This design comes from an exercise in tuning for small area and a short achievable clock period on the open sky130 flow, not from production work. Function was checked by simulation only, so behaviour that the tests miss may differ from the original. No activity file was given, so power comes from the tool's default toggle rates.

Setup of cedar:
## watermark_embedder_core
module watermark_embedder_core #(
  parameter int PIX_W      = 8,
  parameter int IMG_PIXELS = 65536,
  parameter int WM_BITS    = 1024,
  parameter int BIT_POS    = 0
) (
  input  logic                       clk,
  input  logic                       rst,
  input  logic                       start,
  output logic                       done,
  output logic                       busy,
  input  logic                       wm_wr_en,
  input  logic [$clog2(WM_BITS)-1:0] wm_wr_addr,
  input  logic                       wm_wr_data,
  input  logic                       s_valid,
  output logic                       s_ready,
  input  logic [PIX_W-1:0]           s_pixel,
  output logic                       m_valid,
  input  logic                       m_ready,
  output logic [PIX_W-1:0]           m_pixel,
  output logic                       m_last
);
  localparam int IW = $clog2(WM_BITS);       
  localparam int CW = $clog2(IMG_PIXELS);    
  localparam int CB = 5;                     
  localparam int NC = 1 << CB;               
  ...
For scale: ~1,200 flip-flops, ~44,000 sq um of cells after synthesis.
==> module watermark_embedder_core, before the edit <==
module watermark_embedder_core #(
  parameter int PIX_W      = 8,
  parameter int IMG_PIXELS = 65536,
  parameter int WM_BITS    = 1024,
  parameter int BIT_POS    = 0
) (
  input  logic                       clk,
  input  logic                       rst,
  input  logic                       start,
  output logic                       done,
  output logic                       busy,
  input  logic                       wm_wr_en,
  input  logic [$clog2(WM_BITS)-1:0] wm_wr_addr,
  input  logic                       wm_wr_data,
  input  logic                       s_valid,
  output logic                       s_ready,
  input  logic [PIX_W-1:0]           s_pixel,
  output logic                       m_valid,
  input  logic                       m_ready,
  output logic [PIX_W-1:0]           m_pixel,
  output logic                       m_last
);
  localparam int IW = $clog2(WM_BITS);       
  localparam int CW = $clog2(IMG_PIXELS);    
  localparam int CB = 5;                     
  localparam int NC = 1 << CB;               
  localparam int RB = IW - CB;               
  localparam int NR = 1 << RB;               
  localparam int HB = CW - CB;               
  logic               busy_q, run, flush, dn, run_empty, run_full;
  logic               idle, accept, last_pix;
  logic [WM_BITS-1:0] wm;
  logic [NC-1:0]      ring;
  logic [HB-1:0]      rhi;
  logic [NR-1:0]      part, part_rd;
  logic [RB-1:0]      hsel;
  logic [PIX_W-1:0]   pix_emb;
  logic               pw_d;
  assign idle     = ~busy_q;
  assign busy     = busy_q;
  assign done     = dn;
  assign m_last   = flush;
  assign s_ready  = run_empty | (run_full & m_ready);
  assign accept   = s_valid & run & (~m_valid | m_ready);
  assign last_pix = ring[0] & (rhi == '0);   
  always_comb begin
    pix_emb          = s_pixel;
    pix_emb[BIT_POS] = part[hsel];
  end
  logic [NR-1:0] rset_n, rclr_n;
  logic [NC-1:0] csel_n;
  logic          pw_hit0, pw_hit1;
  always_ff @(posedge clk) begin
    for (int r = 0; r < NR; r++) begin
      rset_n[r] <= ~(idle & wm_wr_en &  wm_wr_data & (wm_wr_addr[IW-1:CB] == RB'(r)));
      rclr_n[r] <= ~(idle & wm_wr_en & ~wm_wr_data & (wm_wr_addr[IW-1:CB] == RB'(r)));
    end
    for (int c = 0; c < NC; c++)
      csel_n[c] <= (wm_wr_addr[CB-1:0] != CB'(c));
    pw_hit0 <= idle & wm_wr_en & (wm_wr_addr == IW'(0));
    pw_hit1 <= idle & wm_wr_en & (wm_wr_addr == IW'(1));
    pw_d    <= wm_wr_data;
  end
  always_ff @(posedge clk) begin
    for (int i = 0; i < WM_BITS; i++)
      wm[i] <= (wm[i] & (rclr_n[i / NC] | csel_n[i % NC])) | ~(rset_n[i / NC] | csel_n[i % NC]);
  end
  always_ff @(posedge clk) begin
    if (rst) begin
      busy_q    <= 1'b0;
      run       <= 1'b0;
      flush     <= 1'b0;
      dn        <= 1'b0;
      m_valid   <= 1'b0;
      run_empty <= 1'b0;
      run_full  <= 1'b0;
    end else begin
      busy_q    <= (idle & start) | (busy_q & ~dn);
      run       <= (idle & start) | (run & ~(accept & last_pix));
      flush     <= (run & accept & last_pix) | (flush & ~(m_valid & m_ready));
      dn        <= flush & m_valid & m_ready;
      m_valid   <= accept | (m_valid & ~m_ready);
      run_empty <= ((idle & start) | (run & ~(accept & last_pix))) & ~(accept | (m_valid & ~m_ready));
      run_full  <= (run & ~(accept & last_pix)) & (accept | (m_valid & ~m_ready));
    end
  end
  always_ff @(posedge clk) begin
    if (accept) m_pixel <= pix_emb;
  end
  always_ff @(posedge clk) begin
    if (!run) begin
      ring <= NC'(2);
      rhi  <= '0;
    end else if (accept) begin
      ring <= {ring[NC-2:0], ring[NC-1]};
      if (ring[NC-1]) rhi <= rhi + HB'(1);
    end
  end
  always_comb begin
    for (int j = 0; j < NR; j++)
      part_rd[j] = |(wm[j*NC +: NC] & ring);
  end
  always_ff @(posedge clk) begin
    if (idle) begin
      if (idle && wm_wr_en && wm_wr_addr == IW'(0))
        part[0] <= wm_wr_data;
      else if (pw_hit0)
        part[0] <= pw_d;
      else
        part[0] <= wm[0];
      hsel <= '0;
    end else if (accept) begin
      part <= part_rd;
      if (pw_hit1)
        part[0] <= pw_d;
      hsel <= rhi[RB-1:0];
    end
  end
endmodule
Settings: LEC_CHECK=0, CAP_MARGIN=20, CORE_MARGIN=2, CORE_UTILIZATION=55, CTS_CLUSTER_DIAMETER=100, CTS_CLUSTER_SIZE=24, SETUP_SLACK_MARGIN=2.75, SLEW_MARGIN=20; clock period 5.0 ns.
standard.sh (not shown) runs the stock make flow with config.mk's settings and CLKGATE_MAP_FILE= SYNTH_SCRIPT=/design/flow/synth_recipe.tcl, a recipe that flattens the netlist after the stock synthesis.
==> flow/flow/run.sh <==
#!/bin/bash
# The standard layout (standard.sh), with two changes after the standard
# synthesis: port buffers are buf_4 cells, and the resizer may swap a cell for
# any cell of the same function (not only one of the same footprint).
set -euo pipefail
bash standard.sh synth > synth.log 2>&1
bash standard.sh MATCH_CELL_FOOTPRINT=0 \
  "BUFFER_PORTS_ARGS=-buffer_cell sky130_fd_sc_hd__buf_4" finish > layout.log 2>&1
The inputs of oak differ from those of cedar as listed below.
--- a/flow/design.v
+++ b/flow/design.v
@@ -45,23 +45,29 @@
   assign last_pix = ring[0] & (rhi == '0);   
   always_comb begin
     pix_emb          = s_pixel;
     pix_emb[BIT_POS] = part[hsel];
   end
-  logic [NR-1:0] rset_n, rclr_n;
+  logic [NR-1:0] rsel_n, rset_n, rclr_n;
   logic [NC-1:0] csel_n;
-  logic          pw_hit0, pw_hit1;
+  logic          pw_set, pw_clr, pw_hit0, pw_hit1;
   always_ff @(posedge clk) begin
-    for (int r = 0; r < NR; r++) begin
-      rset_n[r] <= ~(idle & wm_wr_en &  wm_wr_data & (wm_wr_addr[IW-1:CB] == RB'(r)));
-      rclr_n[r] <= ~(idle & wm_wr_en & ~wm_wr_data & (wm_wr_addr[IW-1:CB] == RB'(r)));
-    end
+    for (int r = 0; r < NR; r++)
+      rsel_n[r] <= (wm_wr_addr[IW-1:CB] != RB'(r));
     for (int c = 0; c < NC; c++)
       csel_n[c] <= (wm_wr_addr[CB-1:0] != CB'(c));
+    pw_set  <= idle & wm_wr_en &  wm_wr_data;
+    pw_clr  <= idle & wm_wr_en & ~wm_wr_data;
     pw_hit0 <= idle & wm_wr_en & (wm_wr_addr == IW'(0));
     pw_hit1 <= idle & wm_wr_en & (wm_wr_addr == IW'(1));
     pw_d    <= wm_wr_data;
+  end
+  always_comb begin
+    for (int r = 0; r < NR; r++) begin
+      rset_n[r] = rsel_n[r] | ~pw_set;
+      rclr_n[r] = rsel_n[r] | ~pw_clr;
+    end
   end
   always_ff @(posedge clk) begin
     for (int i = 0; i < WM_BITS; i++)
       wm[i] <= (wm[i] & (rclr_n[i / NC] | csel_n[i % NC])) | ~(rset_n[i / NC] | csel_n[i % NC]);
   end
Notes after the runs:
Worst slack at placement: oak and cedar compared, higher one is cedar
oak against cedar; cell area is down slightly.
Diff cedar -> oak: met3 wirelength from detailed routing increased 5.0%; number of DRC violations after detailed-routing iteration 0 decreased 355; setup slack increased 0.0099 ns; floorplan die area decreased 680 sq um; synthesized cell area decreased about 0.8%.
oak vs. cedar: relative contribution of sequential cells to total power shrank by 0.2 points; overall routed net length now sits at about the same level; met1 demand-to-capacity share in global routing shows an increase of 0.92 points; final core utilization saw little to no change; flip-flop and latch count decreased by 30 relative to the old numbers.
First element of the critical path: m_ready -> oak, busy_q -> cedar

==> afterwards: timing with drivers on the ports <==
No port has a modelled driver above. Below, the same layouts with a new extraction and two added sets of constraints. Step 1 sets driving cells, clkbuf_16 on the clock port and buf_2 on the other inputs (assumed; they add their load-dependent delay and slew). Step 2, shift: input delay + t, output delay - t, t = (earliest + latest rising clock arrival at the registers) / 2. This alone moves slack from input paths to output paths. Three values: ideal, step 1, step 2; two values: the first two.
run | t (ns) | setup WS [ns] | worst slew at a driven data input, ns
cedar | 0.749 | 2.625 / 2.552 / 2.166 | 0.16
oak | 0.740 | 2.635 / 2.603 / 2.072 | 0.04
After both steps every run listed still meets setup and hold. The setup slack of oak, which loses most, moves by -0.032 ns with the drivers and by -0.563 ns with both steps.
